Background: an optimization exercise with open tools, aiming at small area and a short achievable clock period. Do not read the settings as production practice.
The RTL was checked by simulation tests, not by an equivalence proof against the original design.
Power and IR drop assume default switching activity.

==> flow/run.sh <==
#!/bin/bash
# synth_recipe.tcl (not shown) runs the flow's synth.tcl, then flattens the netlist and writes it again
# the make line also repeats each setting of config.mk as NAME=value (left out here)
make -C /OpenROAD-flow-scripts/flow DESIGN_CONFIG=/design/flow/config.mk WORK_HOME=/design/flow/orfs CLKGATE_MAP_FILE= SYNTH_SCRIPT=/design/flow/synth_recipe.tcl finish
==> flow/config.mk <==
export PLATFORM = sky130hd
export DESIGN_NAME = dm_pipelined
export DESIGN_NICKNAME = dm_pipelined
export VERILOG_FILES = /design/flow/design.v
export SDC_FILE = /design/flow/constraint.sdc
export NUM_CORES = 4
export LEC_CHECK = 0
export CAP_MARGIN = 20
export CORE_MARGIN = 2
export CORE_UTILIZATION = 50
export CTS_CLUSTER_DIAMETER = 100
export CTS_CLUSTER_SIZE = 25
export SETUP_SLACK_MARGIN = 1.9
export SLEW_MARGIN = 20
export SYNTH_HIERARCHICAL = 1
==> flow/constraint.sdc <==
create_clock -name core_clock -period 4.2 [get_ports {clka}]
set_input_delay 0.8400 -clock core_clock [delete_from_list [all_inputs] [get_ports {clka}]]
set_output_delay 0.8400 -clock core_clock [all_outputs]
set_load 0.01 [all_outputs]
==> flow/design.v <==
package dm_pkg;
  localparam int LAT_MAX = 4;
  function automatic int lanes(input int w);
    lanes = w / 8;
  endfunction
  function automatic logic par8(input logic [7:0] b);
    par8 = ^b;
  endfunction
  function automatic int rd_np(input int depth);
    int n1, n2;
    n1 = (depth + 2) / 3;
    n2 = (n1 + 3) / 4;
    rd_np = (n2 + 1) / 2;
  endfunction
endpackage
module dm_delay_line #(
  parameter int DEPTH = 1,
  parameter int PW    = 32
) (
  input  logic          clk,
  input  logic          rst,
  input  logic          i_vld,
  input  logic [PW-1:0] i_dat,
  output logic          o_vld,
  output logic [PW-1:0] o_dat
);
  logic [DEPTH-1:0] r_vld;
  logic [PW-1:0]    r_dat [DEPTH];
  always_ff @(posedge clk or posedge rst) begin
    if (rst) begin
      r_vld <= '0;
      for (int i = 0; i < DEPTH; i++) begin
        r_dat[i] <= '0;
      end
    end else begin
      r_vld[0] <= i_vld;
      if (i_vld) begin
        r_dat[0] <= i_dat;
      end
      for (int i = 1; i < DEPTH; i++) begin
        r_vld[i] <= r_vld[i-1];
        if (r_vld[i-1]) begin
          r_dat[i] <= r_dat[i-1];
        end
      end
    end
  end
  assign o_vld = r_vld[DEPTH-1];
  assign o_dat = r_dat[DEPTH-1];
endmodule
module dm_pipelined #(
  parameter int N   = 7,
  parameter int W   = 32,
  parameter int LAT = 2
) (
  input  logic               clka,
  input  logic               rst,
  input  logic               ena,
  input  logic [dm_pkg::lanes(W)-1:0] wea,
  input  logic [N-1:0]       addra,
  input  logic [W-1:0]       dina,
  output logic [W-1:0]       douta,
  output logic               done
);
  localparam int B     = dm_pkg::lanes(W);
  localparam int DEPTH = 2 ** N;
  if (LAT != 2) begin : g_bad_lat
    $error("dm_pipelined: this implementation supports LAT = 2 only");
  end
  if (W % 8 != 0 || W < 8) begin : g_bad_w
    $error("dm_pipelined: W must be a positive multiple of 8");
  end
  logic [W-1:0] r_mem [DEPTH];
  logic [DEPTH-1:0] w_wl;    
  logic [B-1:0]     w_we;    
  localparam int NP = dm_pkg::rd_np(DEPTH);
  logic [NP-1:0]    w_rd [W];   
  logic             r_ld;
  logic             r_done;
  logic [NP-1:0]    r_q1 [W];
  logic [W-1:0]     r_q2;
  dm_dec #(.N(N)) u_dec (
    .i_addr (addra),
    .o_wl   (w_wl)
  );
  assign w_we = (ena && !rst) ? wea : '0;
  always_ff @(posedge clka) begin
    for (int w = 0; w < DEPTH; w++) begin
      for (int i = 0; i < B; i++) begin
        if (w_wl[w] && w_we[i]) begin
          r_mem[w][8*i +: 8] <= dina[8*i +: 8];
        end
      end
    end
  end
  for (genvar b = 0; b < W; b++) begin : g_col
    logic [DEPTH-1:0] w_col;
    for (genvar w = 0; w < DEPTH; w++) begin : g_w
      assign w_col[w] = r_mem[w][b];
    end
    dm_rd_col #(.DEPTH(DEPTH)) u_col (
      .i_sel (w_wl),
      .i_dat (w_col),
      .o_pn  (w_rd[b])
    );
  end
  always_ff @(posedge clka or posedge rst) begin
    if (rst) begin
      r_ld   <= 1'b0;
      r_done <= 1'b0;
    end else begin
      r_ld   <= ena & ~(|wea);
      r_done <= r_ld;
    end
  end
  always_ff @(posedge clka) begin
    for (int b = 0; b < W; b++) begin
      r_q1[b] <= w_rd[b];
      r_q2[b] <= ~(&r_q1[b]);
    end
  end
  assign done  = r_done;
  assign douta = r_q2;
endmodule
module dm_rd_col #(
  parameter int DEPTH = 128
) (
  input  logic [DEPTH-1:0]                   i_sel,
  input  logic [DEPTH-1:0]                   i_dat,
  output logic [dm_pkg::rd_np(DEPTH)-1:0]     o_pn
);
  localparam int N1 = (DEPTH + 2) / 3;    
  localparam int N2 = (N1 + 3) / 4;       
  localparam int N3 = dm_pkg::rd_np(DEPTH);
  logic [N1-1:0] w_l1;
  logic [N2-1:0] w_l2;
  for (genvar k = 0; k < N1; k++) begin : g_l1
    localparam int LO = 3 * k;
    localparam int HI = (3 * k + 2 < DEPTH) ? 3 * k + 2 : DEPTH - 1;
    dm_aoi #(.K(HI - LO + 1)) u_g (.a(i_sel[HI:LO]), .b(i_dat[HI:LO]), .y(w_l1[k]));
  end
  for (genvar k = 0; k < N2; k++) begin : g_l2
    localparam int LO = 4 * k;
    localparam int HI = (4 * k + 3 < N1) ? 4 * k + 3 : N1 - 1;
    dm_nand #(.K(HI - LO + 1)) u_g (.a(w_l1[HI:LO]), .y(w_l2[k]));
  end
  for (genvar k = 0; k < N3; k++) begin : g_l3
    localparam int LO = 2 * k;
    localparam int HI = (2 * k + 1 < N2) ? 2 * k + 1 : N2 - 1;
    dm_nor #(.K(HI - LO + 1)) u_g (.a(w_l2[HI:LO]), .y(o_pn[k]));
  end
endmodule
module dm_dec #(
  parameter int N = 7
) (
  input  logic [N-1:0]    i_addr,
  output logic [2**N-1:0] o_wl
);
  always_comb begin
    for (int w = 0; w < 2**N; w++) begin
      o_wl[w] = (i_addr == N'(w));
    end
  end
endmodule
module dm_aoi #(
  parameter int K = 3
) (
  input  logic [K-1:0] a,
  input  logic [K-1:0] b,
  output logic         y
);
  assign y = ~|(a & b);
endmodule
module dm_nand #(
  parameter int K = 4
) (
  input  logic [K-1:0] a,
  output logic         y
);
  assign y = ~&a;
endmodule
module dm_nor #(
  parameter int K = 4
) (
  input  logic [K-1:0] a,
  output logic         y
);
  assign y = ~|a;
endmodule
==> impl_metrics.ini, run 1 <==
[die]
die_w_um = 551
coreArea_um2 = 297000
dieArea_um2 = 304000
ios = 79
start_util_pct = 50.4
die_h_um = 551
fp-row-count = 200

[setup_path]
start_kind = input pin
cp_data_arrival_time_ns = 3.21
cp_cell_sequence = clkdlybuf4s15_2 -> nand3b_1 -> buf_6 -> nor2_4 -> buf_12 -> a222oi_1 -> nand4_1 -> nor2_2
cpLargestDelayFamily = simple AND/OR/NAND/NOR gates
reg2reg_slack_ns = 2.45
max_stage_delay_ns = 0.59
setup.worst_path.start = addra[4]
r2r-end = r_q1[5][1]
path_class = input pin to flip-flop
crit_fanout = 36
reg2reg_from = r_mem[45][5]
critPathBufInv = 3
cp.required_ns = 5.04
reg2reg_depth = 3
cp_slowest_cell = a222oi_1
cp-end-kind = flip-flop

[logic_synthesis]
yosys_warnings = 13
syn_area_um2 = 150000
syn_inst = 7063
netlist_top_cells_area = edfxtp_1 (82%), a222oi_1 (9.0%), dfxtp_1 (3.0%), and2_1 (2.1%), nand4_1 (1.3%)
synth_seq_area_share_pct = 85.2
synth_top_cell_area_share_pct = 82.2
synthesis.nets = 7109
netlist-cell-type-count = 27
synth_top_area_cell = edfxtp_1
syn_area_per_cell_um2 = 21.2
ys_ff_latch = 4322

[power_and_ir_drop]
p_per_area_nw_per_um2 = 431
ir_drop_mv = 0.445
p_leak_nw = 50.4

[timing]
layout_min_cycle_time_ns = 2.37
skew_ns = 0.0492
setup_viol = 0
tightestPinTransition_ns = 1.20
final_hold_viol_count = 0
post-route-period-util_pct = 56.5
whs_ns = 0.152
setup_ws_ns = 1.83
maxSlewViolCount = 0
fmax_ghz = 0.422
maxSlewHeadroom_pct = 19.8
rsz0062_at_grt = yes

[layout]
area_delta_synth_final_pct = 11.2
layout_common_cells = edfxtp_1 (4096), a222oi_1 (1344), nand4_1 (321)
layout-drive-gt1-share_pct = 15.3
final_cells = 11700
fin_nets = 7644
final_common_cell = edfxtp_1
design_area_um2 = 167000

[global_route]
busiest_layer = met2
antenna_found_initial = 35
groute.layer.met2.usage_pct = 42.5
grt_pass1_wl_mm = 565
gr-total-overflow = 0
use_met1_pct = 38.0
grt_pass1_vias = 75400
grt_start_max_net_pins = 108
grtUsageMet3_pct = 2.95
grt_usage_pct = 26.1

[routing]
ant_nets = 0
wirelength_mm = 404
wl_per_cell_um = 34.4
drt-pass1-iter-count = 10
vias_per_cell = 6.78
vias = 79400
drt_iter0_drc = 15300
drc_errors = 0

[placed_design]
io_buffers = 78
gp_congestion = 0.838
dp.cells = 11300
post_dp_cell_area_um2 = 160000
dp.final_hpwl_mm = 250
preCtsSetupSlack_ns = -0.0177

[cts]
numCtsBuffers = 197
numClockSinks = 4322
postCtsHoldBufs = 0
cts_tree = yes
clk-insertion-delay-late_ns = 0.93
htreeDepth = 4
cts_root_buf = clkbuf_16
cts_max_path_buffers = 4
clkTransAtPathRegs_ns = 0.10

[job]
maxCapViolations = 0

[run_status]
outcome = no timing/DRC/antenna violations

[min_path]
hold_class = input pin to async pin
[kinds of logic after synthesis]
group | synth area share (%)
DFF | 85.2
AOI/OAI and AO/OA | 9.25
and+or+nand+nor | 4.81
buffers and inverters | 0.736
[stage by stage]
step | power [mW] | util, % | TNS (ns)
floorplan | 48.8 | - | 0
global placement | 50.6 | 53.8 | -0.00479
detailed placement | 50.6 | 53.9 | -0.0177
CTS | 72.0 | 55.9 | 0
global route | 73.5 | 56.0 | 0
finish | 71.7 | 56.0 | 0
[routing by layer]
layer	share of wire (%)	routed length, µm
met5	0.0067	27
met2	49	196000
met1	40	161000
met3	9.1	36900
met4	2.5	9890
[flip-flops by register name (all words and copies together) (netlist names)]
name / count
r_mem: 4096
r_q1: 192
r_q2: 32
r_done: 1
r_ld: 1
[synth_stat cells (all sizes together)]
cell	instances
or4	1
nand4bb	6
or3b	3
buf	76
nand4b	4
clkbuf	10
nand4	321
or4b	4
nor2	288
dfrtp	2
a222oi	1344
nand3	65
and4	32
and3b	4
nand3b	3
and2	513
a22oi	32
dfxtp	224
nor4	1
inv	33
or3	1
edfxtp	4096
[worst max-delay path by stage]
stage,end,slack [ns],cells after the start
4_1_cts,done,1.86,1
3_5_place_dp,r_q1[29][1],-0.02,8
3_3_place_gp,r_q1[29][1],-0.005,8
6_report,r_q1[26][4],1.83,8
2_1_floorplan,r_mem[7][0],1.15,6
5_1_grt,r_q1[26][4],1.82,8
[final cells by class]
cell class	count	area, µm²
multi-input cells	2622	22800
fillers	22100	131000
repair buffers	422	5240
clock inverters	16	269
flip-flops and latches	4322	128000
diodes	25	62.6
clock buffers	345	5530
inverters	33	124
well taps	3939	4930
[worst reg2reg max path: stages (launching register included)]
cell and delay, ns:
edfxtp_1 0.37, a222oi_1 0.61, nand4_1 0.40, nor2_4 0.29
[power by group]
part | total [mW] | leakage (nW) | switching [mW] | internal (mW)
Sequential | 47.5 | 38.7 | 0.258 | 47.3
Combinational | 2.08 | 8.94 | 1.63 | 0.450
Clock | 22.1 | 2.75 | 12.9 | 9.20
[what timing repair did]
action / in CTS / in global routing
buffers inserted: 14 / 31
pin swaps: 14 / 18
hold endpoints to repair: 0 / 0
resized for setup: 224 / 20
setup endpoints to repair: 3957 / 274
==> run 2, diff against run 1 <==
--- a/flow/design.v
+++ b/flow/design.v
@@ -7,10 +7,7 @@
     par8 = ^b;
   endfunction
   function automatic int rd_np(input int depth);
-    int n1, n2;
-    n1 = (depth + 2) / 3;
-    n2 = (n1 + 3) / 4;
-    rd_np = (n2 + 1) / 2;
+    rd_np = ((depth + 2) / 3 + 3) / 4;
   endfunction
 endpackage
 module dm_delay_line #(
@@ -101,7 +98,7 @@
     dm_rd_col #(.DEPTH(DEPTH)) u_col (
       .i_sel (w_wl),
       .i_dat (w_col),
-      .o_pn  (w_rd[b])
+      .o_p   (w_rd[b])
     );
   end
   always_ff @(posedge clka or posedge rst) begin
@@ -116,7 +113,7 @@
   always_ff @(posedge clka) begin
     for (int b = 0; b < W; b++) begin
       r_q1[b] <= w_rd[b];
-      r_q2[b] <= ~(&r_q1[b]);
+      r_q2[b] <= |r_q1[b];
     end
   end
   assign done  = r_done;
@@ -125,15 +122,13 @@
 module dm_rd_col #(
   parameter int DEPTH = 128
 ) (
-  input  logic [DEPTH-1:0]                   i_sel,
-  input  logic [DEPTH-1:0]                   i_dat,
-  output logic [dm_pkg::rd_np(DEPTH)-1:0]     o_pn
+  input  logic [DEPTH-1:0]                i_sel,
+  input  logic [DEPTH-1:0]                i_dat,
+  output logic [dm_pkg::rd_np(DEPTH)-1:0] o_p
 );
   localparam int N1 = (DEPTH + 2) / 3;    
-  localparam int N2 = (N1 + 3) / 4;       
-  localparam int N3 = dm_pkg::rd_np(DEPTH);
+  localparam int N2 = dm_pkg::rd_np(DEPTH);
   logic [N1-1:0] w_l1;
-  logic [N2-1:0] w_l2;
   for (genvar k = 0; k < N1; k++) begin : g_l1
     localparam int LO = 3 * k;
     localparam int HI = (3 * k + 2 < DEPTH) ? 3 * k + 2 : DEPTH - 1;
@@ -142,12 +137,7 @@
   for (genvar k = 0; k < N2; k++) begin : g_l2
     localparam int LO = 4 * k;
     localparam int HI = (4 * k + 3 < N1) ? 4 * k + 3 : N1 - 1;
-    dm_nand #(.K(HI - LO + 1)) u_g (.a(w_l1[HI:LO]), .y(w_l2[k]));
-  end
-  for (genvar k = 0; k < N3; k++) begin : g_l3
-    localparam int LO = 2 * k;
-    localparam int HI = (2 * k + 1 < N2) ? 2 * k + 1 : N2 - 1;
-    dm_nor #(.K(HI - LO + 1)) u_g (.a(w_l2[HI:LO]), .y(o_pn[k]));
+    dm_nand #(.K(HI - LO + 1)) u_g (.a(w_l1[HI:LO]), .y(o_p[k]));
   end
 endmodule
 module dm_dec #(
==> impl_metrics.ini, run 2 <==
[logic_synthesis]
synth.most_common_cell = edfxtp_1
netlist-cell-type-count = 27
synth-async-reset-ratio_pct = 0.0446
yosys-top-cells-count = edfxtp_1 (4096), a222oi_1 (1344), and2_1 (513)
synthFlopType = edfxtp_1
ys_ff_latch = 4482
synth_top_area_cell = edfxtp_1
syn_inst = 7095
synth_seq_area_share_pct = 85.8
netlist_top_cells_area = edfxtp_1 (81%), a222oi_1 (8.8%), dfxtp_1 (5.0%), and2_1 (2.1%), nand4_1 (1.3%)
synth_top_cell_area_share_pct = 80.7
synth-edff-count = 4096
synthesis.nets = 7141
syn_area_per_cell_um2 = 21.5
yosys_warnings = 13
syn_area_um2 = 152000

[layout]
fin_nets = 7691
final_common_cell = edfxtp_1
layout_common_cells = edfxtp_1 (4096), a222oi_1 (1344), dfxtp_1 (367)
n_fill_cell = 22200
final_cells = 11800
reg_top3 = r_mem: 4096 flops, r_q1: 352 flops, r_q2: 32 flops
top_register = r_mem
area_delta_synth_final_pct = 11.2
utilization_pct = 55.9
layout-drive-gt1-share_pct = 15.8
largest_reg_flops = 4096

[setup_path]
cpLargestDelayFamily = flip-flops
cp.depth = 1
cp_cell_sequence = buf_6
max_stage_delay_ns = 0.44
cp_data_arrival_time_ns = 1.51
path_class = flip-flop to primary output
start_kind = flip-flop
reg2reg_depth = 2
critPathBufInv = 1
cp_slowest_cell = dfxtp_4
crit_fanout = 1
cp.required_ns = 3.36
cp-end-kind = primary output

[placed_design]
dp.final_hpwl_mm = 258
gp_congestion = 0.874
dp.cells = 11400
io_buffers = 78

[die]
coreArea_um2 = 303000
start_util_pct = 50.3
die_h_um = 556
ios = 79
dieArea_um2 = 309000
fp-row-count = 202
die_w_um = 556

[timing]
tightestPinTransition_ns = 1.31
skew_ns = 0.0426
layout_min_cycle_time_ns = 2.35
fin_setup_tns_ns = 0
whs_ns = 0.137
final_hold_viol_count = 0
rsz0062_at_grt = yes
maxSlewHeadroom_pct = 12.2
setup_viol = 0
post-route-period-util_pct = 55.9
fmax_ghz = 0.426
maxSlewViolCount = 0

[global_route]
grt_start_max_net_pins = 111
grt_pass1_wl_mm = 571
grt_pass1_vias = 75500
grt_usage_pct = 25.9
antenna_found_initial = 17
gr-total-overflow = 0

[cts]
numClockSinks = 4482
cts_max_path_buffers = 4
postCtsHoldBufs = 0
clkTransAtPathRegs_ns = 0.10
numCtsBuffers = 202
cts_tree = yes
htreeDepth = 4
cts_root_buf = clkbuf_16
clk-insertion-delay-late_ns = 0.94

[power_and_ir_drop]
power.total_mw = 73.8
p_leak_nw = 51.7
ir_drop_mv = 0.343
p_per_area_nw_per_um2 = 435

[routing]
vias = 79900
vias_per_cell = 6.77
drt_iter0_drc = 15300
wirelength_mm = 410
wl_per_cell_um = 34.7
ant_nets = 0
drc_errors = 0
drt-pass1-iter-count = 9

[min_path]
hold_class = input pin to async pin

[run_status]
outcome = no timing/DRC/antenna violations

[job]
maxCapViolations = 0
## run 2: cell types whose count changed after synthesis, sizes merged
| cell | previous run | this run |
|---|---|---|
| inv | 33 | 1 |
| nor4 | 1 | 65 |
| nor2 | 288 | 128 |
| nor3 | 0 | 32 |
| and4 | 32 | 0 |
| dfxtp | 224 | 384 |
## run 2: cell type report
class / instances / area, µm² / share of cell area [%]
flip-flops and latches: 4482 / 131000 / 77.1
multi-input cells: 2527 / 22600 / 13.3
clock buffers: 359 / 5690 / 3.35
repair buffers: 431 / 5260 / 3.10
well taps: 3978 / 4980 / 2.94
clock inverters: 14 / 221 / 0.131
diodes: 10 / 25.0 / 0.0148
inverters: 1 / 3.75 / 0.00221
## run 2: kinds of logic (layout without fill, tap and decap cells)
family | count (synthesis) | in the layout | share of synthesized area [%]
AO/OA/AOI/OAI | 1376 | 1376 | 9.09
buffers and inverters | 87 | 805 | 0.644
flip-flops | 4482 | 4482 | 85.8
other | 0 | 10 | 0
AND/OR/NAND/NOR | 1150 | 1151 | 4.51
## run 2: layer usage
metal	track usage [%]	up-vias	part of all wire, %
li1	-	33200	-
met1	38.0	42100	40
met2	41.1	4216	48
met3	3.20	411	9.5
met4	7.46	0	3.1
met5	0	-	0
## run 2: repair_timing
| action | in CTS | in global routing |
|---|---|---|
| gates cloned | 1 | 0 |
| gates resized for setup | 200 | 15 |
| pin swaps | 9 | 5 |
| setup buffers | 17 | 12 |
| endpoints found under the setup margin | 3997 | 196 |
## run 2: worst paths after layout
check                       startpoint       endpoint  slack (ns)
min in group core_clock       dina[30]  r_mem[69][30]        0.23
setup reg to reg           r_q1[30][1]       r_q2[30]        2.03
setup / recovery              r_q2[14]      douta[14]        1.85
hold reg to reg                   r_ld         r_done        0.37
hold / removal                     rst           r_ld        0.14
max in group asynchronous          rst         r_done        3.96
## run 2: power breakdown
group	switching (mW)	internal, mW
logic	1.67	0.480
registers	0.212	48.8
clock network	13.3	9.41
## run 2: stage by stage
| stage | area, µm² | setup slack (ns) |
|---|---|---|
| floorplan | 154000 | 1.15 |
| global placement | 163000 | 0.306 |
| detailed placement | 163000 | 0.263 |
| CTS | 169000 | 1.80 |
| global route | 170000 | 1.83 |
| finish | 170000 | 1.85 |
==> run 3, diff against run 2 <==
--- a/flow/design.v
+++ b/flow/design.v
@@ -7,7 +7,10 @@
     par8 = ^b;
   endfunction
   function automatic int rd_np(input int depth);
-    rd_np = ((depth + 2) / 3 + 3) / 4;
+    int n1, n2;
+    n1 = (depth + 2) / 3;
+    n2 = (n1 + 3) / 4;
+    rd_np = (n2 + 1) / 2;
   endfunction
 endpackage
 module dm_delay_line #(
@@ -61,6 +64,7 @@
 );
   localparam int B     = dm_pkg::lanes(W);
   localparam int DEPTH = 2 ** N;
+  localparam int NP    = dm_pkg::rd_np(DEPTH);
   if (LAT != 2) begin : g_bad_lat
     $error("dm_pipelined: this implementation supports LAT = 2 only");
   end
@@ -68,24 +72,38 @@
     $error("dm_pipelined: W must be a positive multiple of 8");
   end
   logic [W-1:0] r_mem [DEPTH];
-  logic [DEPTH-1:0] w_wl;    
-  logic [B-1:0]     w_we;    
-  localparam int NP = dm_pkg::rd_np(DEPTH);
-  logic [NP-1:0]    w_rd [W];   
+  logic [DEPTH-1:0] w_rwl;        
+  logic [DEPTH-1:0] w_wwl;        
+  logic [NP-1:0]    w_rd [W];     
+  logic [N-1:0]     r_wa;
+  logic [W-1:0]     r_wd;
+  logic [B-1:0]     r_we;
+  logic [B-1:0]     r_fwe;
+  logic [W-1:0]     r_fwd;
   logic             r_ld;
   logic             r_done;
   logic [NP-1:0]    r_q1 [W];
   logic [W-1:0]     r_q2;
-  dm_dec #(.N(N)) u_dec (
+  dm_dec #(.N(N)) u_rdec (
     .i_addr (addra),
-    .o_wl   (w_wl)
+    .o_wl   (w_rwl)
   );
-  assign w_we = (ena && !rst) ? wea : '0;
+  dm_dec #(.N(N)) u_wdec (
+    .i_addr (r_wa),
+    .o_wl   (w_wwl)
+  );
+  always_ff @(posedge clka) begin
+    r_wa  <= addra;
+    r_wd  <= dina;
+    r_we  <= (ena && !rst) ? wea : '0;
+    r_fwe <= (addra == r_wa) ? r_we : '0;
+    r_fwd <= r_wd;
+  end
   always_ff @(posedge clka) begin
     for (int w = 0; w < DEPTH; w++) begin
       for (int i = 0; i < B; i++) begin
-        if (w_wl[w] && w_we[i]) begin
-          r_mem[w][8*i +: 8] <= dina[8*i +: 8];
+        if (w_wwl[w] && r_we[i]) begin
+          r_mem[w][8*i +: 8] <= r_wd[8*i +: 8];
         end
       end
     end
@@ -96,9 +114,9 @@
       assign w_col[w] = r_mem[w][b];
     end
     dm_rd_col #(.DEPTH(DEPTH)) u_col (
-      .i_sel (w_wl),
+      .i_sel (w_rwl),
       .i_dat (w_col),
-      .o_p   (w_rd[b])
+      .o_pn  (w_rd[b])
     );
   end
   always_ff @(posedge clka or posedge rst) begin
@@ -113,7 +131,7 @@
   always_ff @(posedge clka) begin
     for (int b = 0; b < W; b++) begin
       r_q1[b] <= w_rd[b];
-      r_q2[b] <= |r_q1[b];
+      r_q2[b] <= r_fwe[b/8] ? r_fwd[b] : ~(&r_q1[b]);
     end
   end
   assign done  = r_done;
@@ -122,13 +140,15 @@
 module dm_rd_col #(
   parameter int DEPTH = 128
 ) (
-  input  logic [DEPTH-1:0]                i_sel,
-  input  logic [DEPTH-1:0]                i_dat,
-  output logic [dm_pkg::rd_np(DEPTH)-1:0] o_p
+  input  logic [DEPTH-1:0]                   i_sel,
+  input  logic [DEPTH-1:0]                   i_dat,
+  output logic [dm_pkg::rd_np(DEPTH)-1:0]     o_pn
 );
   localparam int N1 = (DEPTH + 2) / 3;    
-  localparam int N2 = dm_pkg::rd_np(DEPTH);
+  localparam int N2 = (N1 + 3) / 4;       
+  localparam int N3 = dm_pkg::rd_np(DEPTH);
   logic [N1-1:0] w_l1;
+  logic [N2-1:0] w_l2;
   for (genvar k = 0; k < N1; k++) begin : g_l1
     localparam int LO = 3 * k;
     localparam int HI = (3 * k + 2 < DEPTH) ? 3 * k + 2 : DEPTH - 1;
@@ -137,7 +157,12 @@
   for (genvar k = 0; k < N2; k++) begin : g_l2
     localparam int LO = 4 * k;
     localparam int HI = (4 * k + 3 < N1) ? 4 * k + 3 : N1 - 1;
-    dm_nand #(.K(HI - LO + 1)) u_g (.a(w_l1[HI:LO]), .y(o_p[k]));
+    dm_nand #(.K(HI - LO + 1)) u_g (.a(w_l1[HI:LO]), .y(w_l2[k]));
+  end
+  for (genvar k = 0; k < N3; k++) begin : g_l3
+    localparam int LO = 2 * k;
+    localparam int HI = (2 * k + 1 < N2) ? 2 * k + 1 : N2 - 1;
+    dm_nor #(.K(HI - LO + 1)) u_g (.a(w_l2[HI:LO]), .y(o_pn[k]));
   end
 endmodule
 module dm_dec #(
--- a/flow/config.mk
+++ b/flow/config.mk
@@ -10,6 +10,6 @@
 export CORE_UTILIZATION = 50
 export CTS_CLUSTER_DIAMETER = 100
 export CTS_CLUSTER_SIZE = 25
-export SETUP_SLACK_MARGIN = 1.9
+export SETUP_SLACK_MARGIN = 2.0
 export SLEW_MARGIN = 20
 export SYNTH_HIERARCHICAL = 1
==> impl_metrics.ini, run 3 <==
[run_status]
outcome = no timing/DRC/antenna violations

[placed_design]
post_dp_cell_area_um2 = 161000
gp_congestion = 0.909
io_buffers = 78
dp.final_hpwl_mm = 280
dp.cells = 11700

[routing]
wl_per_cell_um = 35.4
ant_nets = 0
vias_per_cell = 6.80
drt_iter0_drc = 15600
drc_errors = 0
drt-pass1-iter-count = 10
vias = 82800
wirelength_mm = 431

[logic_synthesis]
synth_top_area_cell = edfxtp_1
yosys-top-cells-count = edfxtp_1 (4096), a222oi_1 (1344), and2_1 (517)
synth-edff-count = 4096
yosys_warnings = 13
netlist-cell-type-count = 30
synth.most_common_cell = edfxtp_1
synth_top_cell_area_share_pct = 80.9
synthesis.nets = 7492
syn_area_um2 = 152000
synth_seq_area_share_pct = 84.9
syn_area_per_cell_um2 = 20.4
ys_ff_latch = 4401
syn_inst = 7446
synthFlopType = edfxtp_1
netlist_top_cells_area = edfxtp_1 (81%), a222oi_1 (8.8%), dfxtp_1 (4.0%), and2_1 (2.1%), nand4_1 (1.5%)
synth-async-reset-ratio_pct = 0.0454

[setup_path]
crit_fanout = 1
cpLargestDelayFamily = flip-flops
critPathBufInv = 1
cp_slowest_cell = dfrtp_1
cp_cell_sequence = buf_6
max_stage_delay_ns = 0.38
start_kind = flip-flop
reg2reg_depth = 5
path_class = flip-flop to primary output
reg2reg_slack_ns = 1.95
cp.required_ns = 3.36
cp-end-kind = primary output
cp_data_arrival_time_ns = 1.44
reg2reg_from = r_wa[1]
r2r-end = r_mem[50][13]

[timing]
maxSlewHeadroom_pct = 20.0
fin_setup_tns_ns = 0
maxSlewViolCount = 0
layout_min_cycle_time_ns = 2.28
fmax_ghz = 0.439
skew_ns = 0.0509
rsz0062_at_grt = yes
post-route-period-util_pct = 54.3
tightestPinTransition_ns = 1.20
setup_viol = 0
final_hold_viol_count = 0

[layout]
utilization_pct = 56.0
reg_top3 = r_mem: 4096 flops, r_q1: 192 flops
area_delta_synth_final_pct = 11.4
largest_reg_flops = 4096
layout-drive-gt1-share_pct = 18.0
design_area_um2 = 169000
layout_common_cells = edfxtp_1 (4096), a222oi_1 (1344), and2_2 (391)
final_cells = 12200
multi_input_area_um2 = 24400
top_register = r_mem
final_common_cell = edfxtp_1
n_fill_cell = 22600
fin_nets = 8060
seq_area_um2 = 129000

[global_route]
grt_usage_pct = 27.2
grt_pass1_vias = 77700
antenna_found_initial = 31
gr-total-overflow = 0
grt_start_max_net_pins = 130
grt_pass1_wl_mm = 597

[power_and_ir_drop]
ir_drop_mv = 0.316
p_leak_nw = 51.6
p_per_area_nw_per_um2 = 429

[job]
maxCapViolations = 0

[min_path]
hold_class = input pin to async pin

[die]
start_util_pct = 50.2
coreArea_um2 = 303000
ios = 79
dieArea_um2 = 309000
fp-row-count = 202
die_h_um = 556
die_w_um = 556

[cts]
cts_max_path_buffers = 4
cts_root_buf = clkbuf_16
numClockSinks = 4401
htreeDepth = 4
clkTransAtPathRegs_ns = 0.09
clk-insertion-delay-late_ns = 0.94
cts_tree = yes
numCtsBuffers = 198
==> run 3: cell count changes after synthesis, moves of 40 or more <==
cell / change
inv_1: +64
nor2_1: +272
clkbuf_2: +44
dfxtp_1: -81
buf_8: -40
nor4_1: -64
==> run 3: power breakdown <==
group	internal (mW)	switching [mW]	leakage, nW	total (mW)
registers	48.0	0.586	39.4	48.6
logic	0.492	1.39	9.51	1.88
clock network	9.27	13.0	2.73	22.3
total	57.8	15.0	51.6	72.8
==> run 3: final cells by class <==
| cell class | instances | share of cell area (%) |
|---|---|---|
| flip-flops and latches | 4401 | 76.3 |
| multi-input cells | 2891 | 14.4 |
| clock buffers | 358 | 3.35 |
| well taps | 3978 | 2.94 |
| repair buffers | 457 | 2.80 |
| inverters | 65 | 0.144 |
| clock inverters | 5 | 0.0450 |
| diodes | 17 | 0.0251 |
==> run 3: stage by stage <==
step                      total power, mW  setup WS, ns  hold slack [ns]
after floorplan                      50.0          1.45            0.331
after global placement               51.3         0.151            0.344
after detailed placement             51.3         0.191            0.337
after CTS                            72.9          1.87           0.0609
after global routing                 74.6          1.87           0.0913
final                                72.8          1.92           0.0910
==> run 3: metal layers <==
metal / vias to the layer above / wire (µm) / global-route usage (%)
met3: 544 / 44600 / 4.71
met5: - / 27 / 0
met2: 4700 / 203000 / 42.9
li1: 34200 / - / -
met4: 4 / 16000 / 9.44
met1: 43400 / 168000 / 38.7
==> run 3: cells by family after synthesis <==
family                 Yosys count  synth area share (%)
AO/OA/AOI/OAI                 1408                  9.21
XOR/XNOR                         7                0.0403
buffers and inverters          189                 0.588
flip-flops                    4401                  84.9
AND/OR/NAND/NOR               1441                  5.28
==> run 3: worst max path at each step <==
stage / from / to / slack (ns) / depth (start not counted)
6_report: r_done / done / 1.92 / 1
5_1_grt: r_done / done / 1.87 / 1
4_1_cts: r_done / done / 1.87 / 1
3_5_place_dp: addra[3] / r_q1[9][3] / 0.19 / 9
3_3_place_gp: addra[1] / r_q1[9][3] / 0.15 / 8
2_1_floorplan: addra[0] / r_q1[0][1] / 1.45 / 6
==> run 3: what timing repair did <==
item	in CTS	in global routing
pin swaps	80	49
gates cloned	33	5
setup endpoints to repair	4314	1283
gates resized for setup	836	180
buffers inserted	76	23
hold buffers	0	0
==> run 4, diff against run 3 <==
--- a/flow/design.v
+++ b/flow/design.v
@@ -72,12 +72,17 @@
     $error("dm_pipelined: W must be a positive multiple of 8");
   end
   logic [W-1:0] r_mem [DEPTH];
+  localparam int NL = N / 2;
+  localparam int NH = N - NL;
   logic [DEPTH-1:0] w_rwl;        
-  logic [DEPTH-1:0] w_wwl;        
+  logic [2**NL-1:0] w_pl;         
+  logic [2**NH-1:0] w_ph;         
   logic [NP-1:0]    w_rd [W];     
   logic [N-1:0]     r_wa;
   logic [W-1:0]     r_wd;
   logic [B-1:0]     r_we;
+  logic [B-1:0]     r_plwe_n [2**NL];
+  logic [2**NH-1:0] r_ph_n;
   logic [B-1:0]     r_fwe;
   logic [W-1:0]     r_fwd;
   logic             r_ld;
@@ -88,11 +93,19 @@
     .i_addr (addra),
     .o_wl   (w_rwl)
   );
-  dm_dec #(.N(N)) u_wdec (
-    .i_addr (r_wa),
-    .o_wl   (w_wwl)
+  dm_dec #(.N(NL)) u_pl (
+    .i_addr (addra[NL-1:0]),
+    .o_wl   (w_pl)
+  );
+  dm_dec #(.N(NH)) u_ph (
+    .i_addr (addra[N-1:NL]),
+    .o_wl   (w_ph)
   );
   always_ff @(posedge clka) begin
+    for (int l = 0; l < 2**NL; l++) begin
+      r_plwe_n[l] <= ~({B{w_pl[l]}} & ((ena && !rst) ? wea : '0));
+    end
+    r_ph_n <= ~w_ph;
     r_wa  <= addra;
     r_wd  <= dina;
     r_we  <= (ena && !rst) ? wea : '0;
@@ -102,7 +115,7 @@
   always_ff @(posedge clka) begin
     for (int w = 0; w < DEPTH; w++) begin
       for (int i = 0; i < B; i++) begin
-        if (w_wwl[w] && r_we[i]) begin
+        if (!(r_plwe_n[w % 2**NL][i] || r_ph_n[w / 2**NL])) begin
           r_mem[w][8*i +: 8] <= r_wd[8*i +: 8];
         end
       end
==> impl_metrics.ini, run 4 <==
[run_status]
outcome = no timing/DRC/antenna violations

[layout]
layout_common_cells = edfxtp_1 (4096), a222oi_1 (1344), nor2_1 (657)
top_register = r_mem
multi_input_area_um2 = 21800
n_fill_cell = 22500
seq_area_um2 = 130000
fin_nets = 8201
final_common_cell = edfxtp_1
reg_top3 = r_mem: 4096 flops, r_q1: 192 flops
largest_reg_flops = 4096
area_delta_synth_final_pct = 13.0
layout-drive-gt1-share_pct = 13.6
design_area_um2 = 171000

[setup_path]
crit_fanout = 1
critPathBufInv = 1
path_class = flip-flop to primary output
cpLargestDelayFamily = flip-flops
start_kind = flip-flop
reg2reg_depth = 1
cp_slowest_cell = dfrtp_2
max_stage_delay_ns = 0.49
cp.required_ns = 3.36
cp-end-kind = primary output
cp_cell_sequence = buf_6
cp.depth = 1
cp_data_arrival_time_ns = 1.58

[routing]
drt_iter0_drc = 18100
vias_per_cell = 6.98
ant_nets = 0
drt-pass1-iter-count = 9
drc_errors = 0
wirelength_mm = 474
vias = 85900
wl_per_cell_um = 38.5

[placed_design]
post_dp_cell_area_um2 = 161000
io_buffers = 78
gp_congestion = 0.878
dp.final_hpwl_mm = 288

[cts]
numCtsBuffers = 202
clk-insertion-delay-late_ns = 0.95
numClockSinks = 4449
cts_tree = yes
cts_root_buf = clkbuf_16
postCtsHoldBufs = 0
clkTransAtPathRegs_ns = 0.10
htreeDepth = 4
cts_max_path_buffers = 4

[timing]
tightestPinTransition_ns = 1.29
rsz0062_at_grt = yes
maxSlewHeadroom_pct = 13.8
fin_setup_tns_ns = 0
maxSlewViolCount = 0
setup_viol = 0
final_hold_viol_count = 0
layout_min_cycle_time_ns = 2.42
post-route-period-util_pct = 57.7
fmax_ghz = 0.413
skew_ns = 0.0575

[global_route]
grt_pass1_wl_mm = 643
grt_start_max_net_pins = 130
grt_usage_pct = 30.0
gr-total-overflow = 0
grt_pass1_vias = 80400
antenna_found_initial = 33

[logic_synthesis]
synthesis.nets = 7495
ys_ff_latch = 4449
netlist-cell-type-count = 37
synth.most_common_cell = edfxtp_1
synth_top_area_cell = edfxtp_1
syn_inst = 7449
syn_area_um2 = 152000
synthFlopType = edfxtp_1
netlist_top_cells_area = edfxtp_1 (81%), a222oi_1 (8.9%), dfxtp_1 (4.6%), nor2_1 (1.9%), nand4_1 (1.5%)
synth_seq_area_share_pct = 85.8
synth-async-reset-ratio_pct = 0.0450
syn_area_per_cell_um2 = 20.4
yosys_warnings = 17
synth-edff-count = 4096
synth_top_cell_area_share_pct = 81.1
yosys-top-cells-count = edfxtp_1 (4096), a222oi_1 (1344), nor2_1 (785)

[die]
ios = 79
dieArea_um2 = 308000
start_util_pct = 50.2
die_h_um = 555
coreArea_um2 = 302000
die_w_um = 555
fp-row-count = 202

[min_path]
hold_class = input pin to async pin

[power_and_ir_drop]
ir_drop_mv = 0.417
p_leak_nw = 51.8
p_per_area_nw_per_um2 = 432

[job]
maxCapViolations = 0
[run 4: changes by cell type after synthesis, sizes merged, moves of 4 or more]
| cell | previous run | this run |
|---|---|---|
| nor2 | 416 | 801 |
| buf | 56 | 87 |
| nand4b | 8 | 4 |
| or4b | 8 | 4 |
| nand4bb | 12 | 6 |
| dfxtp | 303 | 351 |
| and4b | 0 | 4 |
| nor4b | 0 | 4 |
| and4bb | 0 | 6 |
| inv | 65 | 81 |
| and2 | 517 | 4 |
| nand2 | 37 | 70 |
[run 4: path summary, 6_finish.rpt]
| check | start | endpoint | slack [ns] |
|---|---|---|---|
| max | r_done | done | 1.78 |
| max reg2reg | r_plwe_n[1][0] | r_mem[105][0] | 1.99 |
| max in group asynchronous | rst | r_done | 3.81 |
| min | rst | r_ld | 0.26 |
| min in group core_clock | dina[16] | r_wd[16] | 0.33 |
| min reg2reg | r_ld | r_done | 0.36 |
[run 4: power by group]
part / total, mW / switching, mW / internal, mW
registers: 49.2 / 0.641 / 48.5
logic: 2.01 / 1.43 / 0.582
clock network: 22.9 / 13.4 / 9.46
[run 4: logic make-up (layout without fill, tap and decap cells)]
kind of cell / after synthesis / after routing / share of synthesized area, %
buf+inv: 239 / 1077 / 0.710
flops: 4449 / 4449 / 85.8
other cells: 0 / 11 / 0
simple gates: 1346 / 1383 / 4.23
compound gates: 1408 / 1408 / 9.24
xor+xnor: 7 / 7 / 0.0404
[run 4: stage by stage]
step | hold WS, ns | util (%) | std cells | worst slack [ns] | power [mW]
floorplan | 0.331 | - | 7449 | 1.45 | 50.4
global route | 0.222 | 56.7 | 12300 | 1.73 | 75.7
finish | 0.257 | 56.7 | 12300 | 1.78 | 74.1
CTS | 0.213 | 56.3 | 12200 | 1.72 | 74.1
global placement | 0.338 | 53.2 | 11600 | 0.259 | 51.9
detailed placement | 0.335 | 53.2 | 11600 | 0.250 | 51.9
[run 4: layout make-up]
cell class                      instances  area share (%)
Inverter                               81           0.177
Tap cell                             3978            2.91
Multi-Input combinational cell       2798            12.8
Clock buffer                          359            3.36
Sequential cell                      4449            76.1
Clock inverter                         14           0.125
Timing Repair Buffer                  623            4.61
Antenna cell                           11          0.0161
[run 4: what timing repair did]
item / 4_1_cts / 5_1_grt
pin swaps: 126 / 48
buffers inserted: 152 / 76
gates cloned: 51 / 8
resized for setup: 334 / 72
endpoints found under the setup margin: 225 / 173
[run 4: routing by layer]
| layer | part of all wire, % | GRT usage, % | vias to the layer above |
|---|---|---|---|
| li1 | - | - | 34400 |
| met1 | 36 | 41.2 | 44700 |
| met2 | 46 | 47.0 | 5992 |
| met3 | 13 | 6.41 | 773 |
| met4 | 4.8 | 12.3 | 24 |
| met5 | 0.035 | 0 | - |
==> run 5, diff against run 4 <==
--- a/flow/config.mk
+++ b/flow/config.mk
@@ -7,7 +7,7 @@
 export LEC_CHECK = 0
 export CAP_MARGIN = 20
 export CORE_MARGIN = 2
-export CORE_UTILIZATION = 50
+export CORE_UTILIZATION = 65
 export CTS_CLUSTER_DIAMETER = 100
 export CTS_CLUSTER_SIZE = 25
 export SETUP_SLACK_MARGIN = 2.0
==> impl_metrics.ini, run 5 <==
[routing]
drc_errors = 0
drt-pass1-iter-count = 13
drt_iter0_drc = 20000
vias_per_cell = 7.59
wirelength_mm = 451
ant_nets = 0
vias = 86100
wl_per_cell_um = 39.8

[die]
fp-row-count = 177
die_h_um = 487
die_w_um = 487
dieArea_um2 = 237000
start_util_pct = 65.3
coreArea_um2 = 232000
ios = 79

[timing]
whs_ns = 0.150
rsz0062_at_grt = yes
maxSlewHeadroom_pct = 12.0
setup_viol = 0
fmax_ghz = 0.433
layout_min_cycle_time_ns = 2.31
post-route-period-util_pct = 55.0
maxSlewViolCount = 0
fin_setup_tns_ns = 0
final_hold_viol_count = 0
skew_ns = 0.0299
tightestPinTransition_ns = 1.32

[setup_path]
path_class = input pin to flip-flop
reg2reg_from = r_q1[27][3]
cp-endpoint = r_q1[11][4]
cp.required_ns = 5.04
reg2reg_slack_ns = 1.97
reg2reg_depth = 3
crit_fanout = 16
r2r-end = r_q2[27]
cp-end-kind = flip-flop
start_kind = input pin
setup.worst_path.start = addra[5]
cp_data_arrival_time_ns = 3.14

[global_route]
grt_start_max_net_pins = 130
use_met1_pct = 55.8
grtUsageMet3_pct = 9.69
grt_pass1_wl_mm = 617
antenna_found_initial = 37
busiest_layer = met1
grt_pass1_vias = 79400
groute.layer.met2.usage_pct = 55.1
grt_usage_pct = 37.6
gr-total-overflow = 0

[cts]
clkTransAtPathRegs_ns = 0.10
numClockSinks = 4449
htreeDepth = 4
postCtsHoldBufs = 0
cts_max_path_buffers = 3
cts_root_buf = clkbuf_16
numCtsBuffers = 196
clk-insertion-delay-late_ns = 0.91
cts_tree = yes

[layout]
layout_common_cells = edfxtp_1 (4096), a222oi_1 (1344), nor2_1 (672)
final_common_cell = edfxtp_1
area_delta_synth_final_pct = 11.2
largest_reg_flops = 4096
utilization_pct = 72.6
fin_nets = 8140
n_fill_cell = 13700
top_register = r_mem
final_cells = 11300
reg_top3 = r_mem: 4096 flops, r_q1: 192 flops
layout-drive-gt1-share_pct = 12.8

[logic_synthesis]
syn_area_um2 = 152000
synth_seq_area_share_pct = 85.8
synth_top_cell_area_share_pct = 81.1
synthFlopType = edfxtp_1
netlist_top_cells_area = edfxtp_1 (81%), a222oi_1 (8.9%), dfxtp_1 (4.6%), nor2_1 (1.9%), nand4_1 (1.5%)
synth.most_common_cell = edfxtp_1
synth-async-reset-ratio_pct = 0.0450
syn_inst = 7449
yosys_warnings = 17
yosys-top-cells-count = edfxtp_1 (4096), a222oi_1 (1344), nor2_1 (785)
netlist-cell-type-count = 37
syn_area_per_cell_um2 = 20.4
synth_top_area_cell = edfxtp_1
ys_ff_latch = 4449
synthesis.nets = 7495
synth-edff-count = 4096

[placed_design]
dp.cells = 10700
io_buffers = 78
gp_congestion = 0.916
dp.final_hpwl_mm = 278

[power_and_ir_drop]
p_leak_nw = 51.2
ir_drop_mv = 0.494
p_per_area_nw_per_um2 = 435

[run_status]
outcome = no timing/DRC/antenna violations

[job]
maxCapViolations = 0

[min_path]
hold_class = input pin to async pin
run 5: layer usage:
layer  vias to the layer above  share of wire (%)
li1                      34400                  -
met3                       768                 15
met1                     44100                 36
met4                        20                4.1
met2                      6866                 45
met5                         -              0.028
run 5: worst min path at each step:
stage               start     end  slack, ns  depth (start not counted)
finish                rst  r_done       0.15                          2
global route          rst  r_done       0.11                          2
CTS                   rst  r_done       0.10                          2
detailed placement   r_ld  r_done       0.35                          0
global placement     r_ld  r_done       0.34                          0
floorplan            r_ld  r_done       0.33                          0
run 5: what timing repair did:
action,CTS,global route
endpoints found under the hold margin,0,0
buffers inserted,134,52
pin swaps,100,53
gates cloned,35,7
endpoints found under the setup margin,228,170
resized for setup,299,50
run 5: metrics by stage:
step | instance area (µm²) | power (mW) | setup slack (ns)
2_1_floorplan | 152000 | 50.4 | 1.45
3_3_place_gp | 159000 | 51.9 | 0.190
3_5_place_dp | 159000 | 51.9 | 0.129
4_1_cts | 168000 | 73.3 | 1.90
5_1_grt | 168000 | 75.0 | 1.89
6_report | 169000 | 73.4 | 1.89
run 5: area by class of cell:
cell class | instances | area, µm² | share of cell area, %
diodes | 32 | 80.1 | 0.0475
clock inverters | 11 | 140 | 0.0831
repair buffers | 576 | 6640 | 3.94
inverters | 81 | 304 | 0.180
well taps | 3043 | 3810 | 2.26
flip-flops and latches | 4449 | 130000 | 77.3
clock buffers | 361 | 5670 | 3.37
multi-input cells | 2790 | 21600 | 12.8
run 5: kinds of logic after synthesis:
logic type	after synthesis	share of synthesized area, %
AO/OA/AOI/OAI	1408	9.24
XOR/XNOR	7	0.0404
buffers and inverters	239	0.710
flip-flops	4449	85.8
AND/OR/NAND/NOR	1346	4.23
run 5: power by group:
group	leakage [nW]	total (mW)	switching [mW]	internal (mW)
combinational	8.70	2.04	1.51	0.525
clock	2.75	22.3	13.0	9.26
sequential	39.7	49.1	0.588	48.5
total	51.2	73.4	15.1	58.3
run 5: worst max-delay path: stages:
cell      delay [ns]
buf_4           0.16
buf_12          0.16
nand3b_1        0.19
buf_12          0.23
nor2_4          0.14
buf_4           0.21
a222oi_1        0.54
nand4_1         0.45
nor2_1          0.19
==> run 6, diff against run 5 <==
==> flow/flow/run.sh (new file) <==
#!/bin/bash
# The standard layout, with the reset, enable, byte-enable and done pins placed together
# on the bottom edge so that the done register sits next to its pin and its inputs.
set -e
export PRE_IO_PLACEMENT_TCL="$PWD/flow/io.tcl"
bash standard.sh > standard.log 2>&1
==> flow/flow/io.tcl (new file) <==
# Control pins and the done output share one stretch of the bottom edge.
set_io_pin_constraint -pin_names {rst ena wea[0] wea[1] wea[2] wea[3] done} -region bottom:250-310
==> flow/standard.sh (new file) <==
#!/bin/bash
# synth_recipe.tcl (not shown) runs the flow's synth.tcl, then flattens the netlist and writes it again
# the make line also repeats each setting of config.mk as NAME=value (left out here)
make -C /OpenROAD-flow-scripts/flow DESIGN_CONFIG=/design/flow/config.mk WORK_HOME=/design/flow/orfs CLKGATE_MAP_FILE= SYNTH_SCRIPT=/design/flow/synth_recipe.tcl "${@:-finish}"
--- a/flow/config.mk
+++ b/flow/config.mk
@@ -7,9 +7,9 @@
 export LEC_CHECK = 0
 export CAP_MARGIN = 20
 export CORE_MARGIN = 2
-export CORE_UTILIZATION = 65
+export CORE_UTILIZATION = 50
 export CTS_CLUSTER_DIAMETER = 100
 export CTS_CLUSTER_SIZE = 25
-export SETUP_SLACK_MARGIN = 2.0
+export SETUP_SLACK_MARGIN = 2.15
 export SLEW_MARGIN = 20
 export SYNTH_HIERARCHICAL = 1
removed: flow/run.sh
==> impl_metrics.ini, run 6 <==
[global_route]
gr-total-overflow = 0
grt_pass1_vias = 81100
grt_usage_pct = 31.0
grt_pass1_wl_mm = 662
grt_start_max_net_pins = 130
antenna_found_initial = 37

[power_and_ir_drop]
p_leak_nw = 53.3
p_per_area_nw_per_um2 = 426
ir_drop_mv = 0.346

[routing]
top_layer = met5
vias_per_cell = 7.03
wl_met2_mm = 228
route.met3.wl_mm = 64.1
drc_errors = 0
drt-pass1-iter-count = 9
ant_nets = 0
wl_per_cell_um = 39.7
drt_iter0_drc = 19600
vias = 88200
wirelength_mm = 498
wl_met1_mm = 178

[logic_synthesis]
netlist_top_cells_area = edfxtp_1 (81%), a222oi_1 (8.9%), dfxtp_1 (4.6%), nor2_1 (1.9%), nand4_1 (1.5%)
yosys_warnings = 17
synth_top_cell_area_share_pct = 81.1
syn_inst = 7449
synthFlopType = edfxtp_1
synth_compound_area_share_pct = 9.24
syn_area_per_cell_um2 = 20.4
ys_ff_latch = 4449
synth-edff-count = 4096
syn_area_um2 = 152000
synth_fa_ha_area_share_pct = 0
synth_top_area_cell = edfxtp_1
synth.most_common_cell = edfxtp_1
synthesis.nets = 7495
yosys-top-cells-count = edfxtp_1 (4096), a222oi_1 (1344), nor2_1 (785)
synth_seq_area_share_pct = 85.8
muxShareOfSynthArea_pct = 0
synthXorXnorAreaFrac_pct = 0.0404
netlist-cell-type-count = 37
synth_top_family_by_area = compound AO/OA/AOI/OAI gates
yosys.area_share.simple_pct = 4.23
synth-async-reset-ratio_pct = 0.0450

[cts]
clkTransAtPathRegs_ns = 0.10
cts_tree = yes
cts_root_buf = clkbuf_16
numClockSinks = 4449
htreeDepth = 4
numCtsBuffers = 201
cts_max_path_buffers = 4
postCtsHoldBufs = 0
clk-insertion-delay-late_ns = 0.98

[timing]
tightestPinTransition_ns = 1.36
fin_setup_tns_ns = 0
fmax_ghz = 0.429
layout_min_cycle_time_ns = 2.33
skew_ns = 0.0743
rsz0062_at_grt = yes
final_hold_viol_count = 0
maxSlewViolCount = 0
maxSlewHeadroom_pct = 9.36
setup_viol = 0
post-route-period-util_pct = 55.6

[setup_path]
start_kind = input pin
reg2reg_depth = 1
r2r-end = r_mem[70][24]
cp_data_arrival_time_ns = 3.18
reg2reg_from = r_plwe_n[6][3]
reg2reg_slack_ns = 2.02
cp-end-kind = flip-flop
path_class = input pin to flip-flop
crit_fanout = 16
cp.required_ns = 5.05

[placed_design]
dp.final_hpwl_mm = 301
dp.cells = 11700
io_buffers = 78
gp_congestion = 0.911

[layout]
fin_nets = 8419
largest_reg_flops = 4096
final_cells = 12500
area_delta_synth_final_pct = 14.8
layout_common_cells = edfxtp_1 (4096), a222oi_1 (1344), nor2_1 (602)
final_common_cell = edfxtp_1
top_register = r_mem
reg_top3 = r_mem: 4096 flops, r_q1: 192 flops
n_fill_cell = 22100
layout-drive-gt1-share_pct = 16.5

[die]
die_h_um = 555
fp-row-count = 202
start_util_pct = 50.2
ios = 79
coreArea_um2 = 302000
dieArea_um2 = 308000
die_w_um = 555

[run_status]
outcome = no timing/DRC/antenna violations

[min_path]
hold_class = input pin to async pin

[job]
maxCapViolations = 0
run 6: cell types whose count changed in the layout (fill, tap and decap cells not counted), sizes merged:
cell,before,now
buf,529,793
clkbuf,368,374
inv,88,87
diode,32,23
bufbuf,2,5
nor2,830,827
clkinv,3,6
run 6: worst max path at each step:
stage | to | slack, ns | start | cells after the start
6_report | r_q1[11][0] | 1.87 | addra[1] | 10
5_1_grt | done | 1.88 | r_done | 1
4_1_cts | done | 1.90 | r_done | 1
3_5_place_dp | r_q1[23][3] | 0.15 | addra[0] | 9
3_3_place_gp | r_q1[23][3] | 0.16 | addra[0] | 9
2_1_floorplan | r_q1[0][1] | 1.45 | addra[0] | 6
run 6: power breakdown:
group	internal (mW)	switching, mW	leakage (nW)
combinational	0.670	1.60	10.8
clock	9.33	13.4	2.77
sequential	48.5	0.610	39.7
total	58.5	15.6	53.3
run 6: cell type report:
class | instances | area, µm² | area share [%]
Clock inverter | 13 | 166 | 0.0956
Antenna cell | 23 | 57.6 | 0.0331
Clock buffer | 357 | 5680 | 3.26
Sequential cell | 4449 | 130000 | 74.8
Inverter | 81 | 304 | 0.175
Multi-Input combinational cell | 2787 | 21900 | 12.6
Tap cell | 3978 | 4980 | 2.86
Timing Repair Buffer | 853 | 10700 | 6.13
run 6: layer usage:
layer,GRT usage (%),vias up
met5,0,-
met4,13.7,24
met3,6.58,931
met2,47.9,6428
met1,42.7,45900
li1,-,34900
run 6: kinds of logic after synthesis:
family / after synthesis
XOR/XNOR: 7
flip-flops: 4449
buffers and inverters: 239
AO/OA/AOI/OAI: 1408
AND/OR/NAND/NOR: 1346
run 6: what timing repair did:
action,CTS,global route
cloned,54,22
pin swaps,181,390
setup buffers,237,139
resized for setup,417,200
endpoints found under the hold margin,0,0
setup endpoints to repair,498,403
run 6: critical path: stages:
cell and delay, ns:
buf_12 0.12, buf_12 0.15, or4b_4 0.22, buf_6 0.14, buf_6 0.13, nor2_4 0.06
buf_12 0.15, a222oi_1 0.57, nand4_1 0.56, nor2_1 0.21
run 6: metrics by stage:
step / total power, mW / setup WS (ns) / hold WS (ns) / utilization (%) / cell area (µm²)
floorplan: 50.4 / 1.45 / 0.331 / - / 152000
global placement: 52.0 / 0.159 / 0.340 / 53.3 / 161000
detailed placement: 52.0 / 0.154 / 0.347 / 53.3 / 161000
CTS: 74.0 / 1.90 / 0.0854 / 56.7 / 171000
global route: 75.7 / 1.88 / 0.106 / 57.6 / 174000
finish: 74.1 / 1.87 / 0.126 / 57.6 / 174000
==> run 7, diff against run 6 <==
--- a/flow/design.v
+++ b/flow/design.v
@@ -7,10 +7,7 @@
     par8 = ^b;
   endfunction
   function automatic int rd_np(input int depth);
-    int n1, n2;
-    n1 = (depth + 2) / 3;
-    n2 = (n1 + 3) / 4;
-    rd_np = (n2 + 1) / 2;
+    rd_np = ((depth + 2) / 3 + 3) / 4;
   endfunction
 endpackage
 module dm_delay_line #(
@@ -129,7 +126,7 @@
     dm_rd_col #(.DEPTH(DEPTH)) u_col (
       .i_sel (w_rwl),
       .i_dat (w_col),
-      .o_pn  (w_rd[b])
+      .o_p   (w_rd[b])
     );
   end
   always_ff @(posedge clka or posedge rst) begin
@@ -144,7 +141,7 @@
   always_ff @(posedge clka) begin
     for (int b = 0; b < W; b++) begin
       r_q1[b] <= w_rd[b];
-      r_q2[b] <= r_fwe[b/8] ? r_fwd[b] : ~(&r_q1[b]);
+      r_q2[b] <= r_fwe[b/8] ? r_fwd[b] : |r_q1[b];
     end
   end
   assign done  = r_done;
@@ -153,15 +150,13 @@
 module dm_rd_col #(
   parameter int DEPTH = 128
 ) (
-  input  logic [DEPTH-1:0]                   i_sel,
-  input  logic [DEPTH-1:0]                   i_dat,
-  output logic [dm_pkg::rd_np(DEPTH)-1:0]     o_pn
+  input  logic [DEPTH-1:0]                i_sel,
+  input  logic [DEPTH-1:0]                i_dat,
+  output logic [dm_pkg::rd_np(DEPTH)-1:0] o_p
 );
   localparam int N1 = (DEPTH + 2) / 3;    
-  localparam int N2 = (N1 + 3) / 4;       
-  localparam int N3 = dm_pkg::rd_np(DEPTH);
+  localparam int N2 = dm_pkg::rd_np(DEPTH);
   logic [N1-1:0] w_l1;
-  logic [N2-1:0] w_l2;
   for (genvar k = 0; k < N1; k++) begin : g_l1
     localparam int LO = 3 * k;
     localparam int HI = (3 * k + 2 < DEPTH) ? 3 * k + 2 : DEPTH - 1;
@@ -170,12 +165,7 @@
   for (genvar k = 0; k < N2; k++) begin : g_l2
     localparam int LO = 4 * k;
     localparam int HI = (4 * k + 3 < N1) ? 4 * k + 3 : N1 - 1;
-    dm_nand #(.K(HI - LO + 1)) u_g (.a(w_l1[HI:LO]), .y(w_l2[k]));
-  end
-  for (genvar k = 0; k < N3; k++) begin : g_l3
-    localparam int LO = 2 * k;
-    localparam int HI = (2 * k + 1 < N2) ? 2 * k + 1 : N2 - 1;
-    dm_nor #(.K(HI - LO + 1)) u_g (.a(w_l2[HI:LO]), .y(o_pn[k]));
+    dm_nand #(.K(HI - LO + 1)) u_g (.a(w_l1[HI:LO]), .y(o_p[k]));
   end
 endmodule
 module dm_dec #(
==> impl_metrics.ini, run 7 <==
[run_status]
outcome = no timing/DRC/antenna violations

[logic_synthesis]
netlist_top_cells_area = edfxtp_1 (80%), a222oi_1 (8.7%), dfxtp_1 (6.6%), nor2_1 (1.5%), nand4_1 (1.3%)
synth_seq_area_share_pct = 86.3
synth-edff-count = 4096
synth_top_cell_area_share_pct = 79.7
syn_inst = 7412
synthFlopType = edfxtp_1
yosys_warnings = 17
netlist-cell-type-count = 37
synth_top_area_cell = edfxtp_1
synth-async-reset-ratio_pct = 0.0434
yosys-top-cells-count = edfxtp_1 (4096), a222oi_1 (1344), nor2_1 (629)
syn_area_per_cell_um2 = 20.8
syn_area_um2 = 154000
synth.most_common_cell = edfxtp_1
synthesis.nets = 7458
ys_ff_latch = 4609

[power_and_ir_drop]
combPwrFrac_pct = 2.8
p_leak_nw = 52.3
intPower_mw = 60.6
p_sw_mw = 16.1
ir_drop_mv = 0.423
swShare_pct = 21.0
p_clk_share_pct = 31.2
p_per_area_nw_per_um2 = 442
power_frac_seq_pct = 66.0

[setup_path]
reg2reg_depth = 2
cp.required_ns = 3.36
reg2reg_slack_ns = 2.09
cp-end-kind = primary output
max_stage_delay_ns = 0.40
cp_cell_sequence = buf_6
cp_data_arrival_time_ns = 1.47
path_class = flip-flop to primary output
reg2reg_from = r_plwe_n[5][2]
cp_slowest_cell = dfrtp_1
crit_fanout = 1
start_kind = flip-flop
cp.depth = 1
r2r-end = r_mem[53][17]
cpLargestDelayFamily = flip-flops
critPathBufInv = 1

[die]
coreArea_um2 = 308000
die_h_um = 560
start_util_pct = 50.1
fp-row-count = 204
dieArea_um2 = 313000
ios = 79
die_w_um = 560

[cts]
clk-insertion-delay-late_ns = 0.98
cts_max_path_buffers = 4
postCtsHoldBufs = 0
htreeDepth = 4
clkTransAtPathRegs_ns = 0.09
cts_tree = yes
numClockSinks = 4609
cts_root_buf = clkbuf_16
numCtsBuffers = 211

[timing]
final_hold_viol_count = 0
maxSlewViolCount = 0
post-route-period-util_pct = 55.1
fmax_ghz = 0.432
layout_min_cycle_time_ns = 2.31
fin_setup_tns_ns = 0
maxSlewHeadroom_pct = 16.9
rsz0062_at_grt = yes
setup_viol = 0
tightestPinTransition_ns = 1.24
skew_ns = 0.0787
whs_ns = 0.0940

[routing]
drc_errors = 0
wirelength_mm = 479
vias = 85900
wl_per_cell_um = 38.7
drt-pass1-iter-count = 10
vias_per_cell = 6.93
ant_nets = 0
drt_iter0_drc = 17700

[layout]
reg_top3 = r_mem: 4096 flops, r_q1: 352 flops
final_common_cell = edfxtp_1
final_cells = 12400
n_fill_cell = 23000
fin_nets = 8128
layout_common_cells = edfxtp_1 (4096), a222oi_1 (1344), nor2_1 (474)
layout-drive-gt1-share_pct = 14.4
top_register = r_mem
area_delta_synth_final_pct = 12.3
multi_input_area_um2 = 22200
largest_reg_flops = 4096
seq_area_um2 = 133000

[global_route]
grtUsageMet3_pct = 5.44
busiest_layer = met2
use_met1_pct = 41.2
gr-total-overflow = 0
grt_pass1_wl_mm = 651
antenna_found_initial = 23
groute.layer.met2.usage_pct = 46.6
grt_start_max_net_pins = 130
grt_usage_pct = 29.7
grt_pass1_vias = 80900

[placed_design]
dp.final_hpwl_mm = 291
dp.cells = 11700
gp_congestion = 0.883
io_buffers = 78

[job]
maxCapViolations = 0

[min_path]
hold_class = input pin to async pin
run 7: metal layers:
metal | wire [µm] | up-vias
li1 | - | 34400
met1 | 175000 | 45000
met2 | 223000 | 5685
met3 | 57100 | 760
met4 | 24200 | 8
met5 | 49 | -
run 7: cell families (layout without fill, tap and decap cells):
kind of cell | Yosys count | count (layout) | synth area share [%]
other cells | 0 | 11 | 0
compound gates | 1376 | 1376 | 8.97
flops | 4609 | 4609 | 86.3
buf+inv | 171 | 969 | 0.500
xor+xnor | 7 | 7 | 0.0397
mux | 32 | 32 | 0.233
simple gates | 1217 | 1267 | 3.92
run 7: worst max-delay path by stage:
stage	end	from
detailed placement	r_q1[12][5]	addra[0]
CTS	done	r_done
global route	done	r_done
finish	done	r_done
floorplan	r_q1[0][4]	addra[2]
global placement	r_q1[12][5]	addra[0]
run 7: area by class of cell:
cell class                      instances  share of cell area [%]
Antenna cell                           11                  0.0159
Clock buffer                          373                    3.43
Clock inverter                         18                   0.206
Inverter                               17                  0.0368
Multi-Input combinational cell       2682                    12.8
Sequential cell                      4609                    77.0
Tap cell                             4120                    2.97
Timing Repair Buffer                  561                    3.58
run 7: through the flow:
step / cell area [µm²] / utilization (%) / total power, mW / setup WS, ns
after floorplan: 155000 / - / 52.0 / 1.56
after global placement: 163000 / 53.0 / 53.5 / 0.101
after detailed placement: 163000 / 53.0 / 53.5 / 0.115
after CTS: 172000 / 56.0 / 76.7 / 1.84
after global routing: 173000 / 56.3 / 78.4 / 1.86
final: 173000 / 56.3 / 76.7 / 1.89
run 7: power groups by stage:
stage	combinational (mW)	clock [mW]	sequential [mW]
after CTS	2.01	24.1	50.6
after global routing	2.15	25.6	50.6
after detailed placement	1.88	0	51.6
final	2.11	23.9	50.6
after floorplan	0.488	0	51.5
after global placement	1.84	0	51.6
run 7: timing repair:
item | in CTS | in global routing
gates resized for setup | 339 | 74
pin swaps | 97 | 47
gates cloned | 51 | 7
setup buffers | 138 | 48
endpoints found under the setup margin | 735 | 382
==> run 8, diff against run 7 <==
--- a/flow/config.mk
+++ b/flow/config.mk
@@ -10,6 +10,7 @@
 export CORE_UTILIZATION = 50
 export CTS_CLUSTER_DIAMETER = 100
 export CTS_CLUSTER_SIZE = 25
+export PLACE_DENSITY = 0.75
 export SETUP_SLACK_MARGIN = 2.15
 export SLEW_MARGIN = 20
 export SYNTH_HIERARCHICAL = 1
==> impl_metrics.ini, run 8 <==
[global_route]
gr-total-overflow = 0
grt_usage_pct = 28.3
grt_pass1_vias = 82800
grt_start_max_net_pins = 130
antenna_found_initial = 46
grt_pass1_wl_mm = 628

[timing]
fmax_ghz = 0.437
final_hold_viol_count = 0
setup_viol = 0
skew_ns = 0.0869
layout_min_cycle_time_ns = 2.29
maxSlewHeadroom_pct = 14.7
maxSlewViolCount = 0
rsz0062_at_grt = yes
post-route-period-util_pct = 54.5
tightestPinTransition_ns = 1.28
fin_setup_tns_ns = 0

[routing]
wl_per_cell_um = 37.0
vias = 88000
drt-pass1-iter-count = 13
wl_met2_mm = 208
top_layer = met5
drt_iter0_drc = 21200
wl_met1_mm = 142
ant_nets = 0
drc_errors = 0
wirelength_mm = 460
route.met3.wl_mm = 71.6
vias_per_cell = 7.10

[setup_path]
cp_data_arrival_time_ns = 1.45
cpLargestDelayFamily = flip-flops
reg2reg_from = r_plwe_n[0][2]
max_stage_delay_ns = 0.40
crit_fanout = 1
start_kind = flip-flop
path_class = flip-flop to primary output
setup.worst_path.start = r_q2[20]
critPathBufInv = 1
cp-end-kind = primary output
cp_slowest_cell = dfxtp_4
cp.required_ns = 3.36
cp_cell_sequence = buf_6

[logic_synthesis]
synth.most_common_cell = edfxtp_1
syn_inst = 7412
synth-edff-count = 4096
synthesis.nets = 7458
synth_seq_area_share_pct = 86.3
syn_area_per_cell_um2 = 20.8
synthFlopType = edfxtp_1
synth_top_cell_area_share_pct = 79.7
syn_area_um2 = 154000
synth-async-reset-ratio_pct = 0.0434
synth_top_area_cell = edfxtp_1
netlist-cell-type-count = 37
netlist_top_cells_area = edfxtp_1 (80%), a222oi_1 (8.7%), dfxtp_1 (6.6%), nor2_1 (1.5%), nand4_1 (1.3%)
yosys_warnings = 17
ys_ff_latch = 4609
yosys-top-cells-count = edfxtp_1 (4096), a222oi_1 (1344), nor2_1 (629)

[cts]
cts_tree = yes
cts_max_path_buffers = 4
clkTransAtPathRegs_ns = 0.10
clk-insertion-delay-late_ns = 0.96
numCtsBuffers = 215
numClockSinks = 4609
htreeDepth = 4
cts_root_buf = clkbuf_16

[die]
coreArea_um2 = 308000
die_w_um = 560
start_util_pct = 50.1
die_h_um = 560
dieArea_um2 = 313000
fp-row-count = 204
ios = 79

[power_and_ir_drop]
p_per_area_nw_per_um2 = 440
p_leak_nw = 52.0
ir_drop_mv = 0.357

[layout]
reg_top3 = r_mem: 4096 flops, r_q1: 352 flops
top_register = r_mem
utilization_pct = 56.2
layout_common_cells = edfxtp_1 (4096), a222oi_1 (1344), nor2_1 (472)
fin_nets = 8099
largest_reg_flops = 4096
area_delta_synth_final_pct = 12.2
layout-drive-gt1-share_pct = 14.0
final_common_cell = edfxtp_1

[placed_design]
dp.final_hpwl_mm = 272
gp_congestion = 0.911
io_buffers = 78

[run_status]
outcome = no timing/DRC/antenna violations

[min_path]
hold_class = input pin to async pin

[job]
maxCapViolations = 0
run 8: power breakdown:
| part | total, mW | internal, mW | switching (mW) |
|---|---|---|---|
| clock network | 23.5 | 9.85 | 13.7 |
| logic | 2.09 | 0.575 | 1.52 |
| registers | 50.6 | 50.0 | 0.586 |
| total | 76.2 | 60.5 | 15.8 |
run 8: final cells by class:
class,count,area [µm²]
antenna,62,155
clock buffer,372,5970
clock inverter,15,267
fill,21800,135000
inverter,17,63.8
multi-input combinational,2697,22300
sequential,4609,133000
tap,4120,5150
timing repair buffer,513,5910
run 8: final timing paths:
path | endpoint | cells past startpoint | slack, ns
max | douta[20] | 1 | 1.91
max reg2reg | r_mem[72][20] | 1 | 2.02
min | r_ld | 2 | 0.10
max in group asynchronous | r_done | 2 | 3.99
min in group core_clock | r_wa[1] | 2 | 0.30
min reg2reg | r_done | 0 | 0.37
run 8: kinds of logic after synthesis:
logic type | after synthesis | share of synthesized area, %
XOR/XNOR | 7 | 0.0397
buffers and inverters | 171 | 0.500
AO/OA/AOI/OAI | 1376 | 8.97
flip-flops | 4609 | 86.3
AND/OR/NAND/NOR | 1217 | 3.92
multiplexers | 32 | 0.233
run 8: through the flow:
| stage | cell area [µm²] | hold slack [ns] | total power [mW] | setup slack (ns) | std cells |
|---|---|---|---|---|---|
| 3_5_place_dp | 163000 | 0.352 | 53.5 | 0.0675 | 11700 |
| 4_1_cts | 172000 | 0.0729 | 76.0 | 1.89 | 12300 |
| 6_report | 173000 | 0.102 | 76.2 | 1.91 | 12400 |
| 3_3_place_gp | 163000 | 0.340 | 53.4 | 0.131 | 11700 |
| 5_1_grt | 173000 | 0.0884 | 77.7 | 1.89 | 12400 |
| 2_1_floorplan | 155000 | 0.331 | 52.0 | 1.56 | 7412 |
run 8: timing repair:
| action | in CTS | in global routing |
|---|---|---|
| endpoints found under the hold margin | 0 | 0 |
| hold buffers | 0 | 0 |
| endpoints found under the setup margin | 604 | 451 |
| gates cloned | 69 | 5 |
| gates resized for setup | 367 | 92 |
| pin swaps | 129 | 37 |
| setup buffers | 137 | 28 |
run 8: routing by layer:
| layer | vias up | GRT usage [%] |
|---|---|---|
| met5 | - | 0 |
| met1 | 44100 | 35.1 |
| met3 | 1405 | 7.97 |
| li1 | 34400 | - |
| met4 | 16 | 19.1 |
| met2 | 8036 | 43.4 |
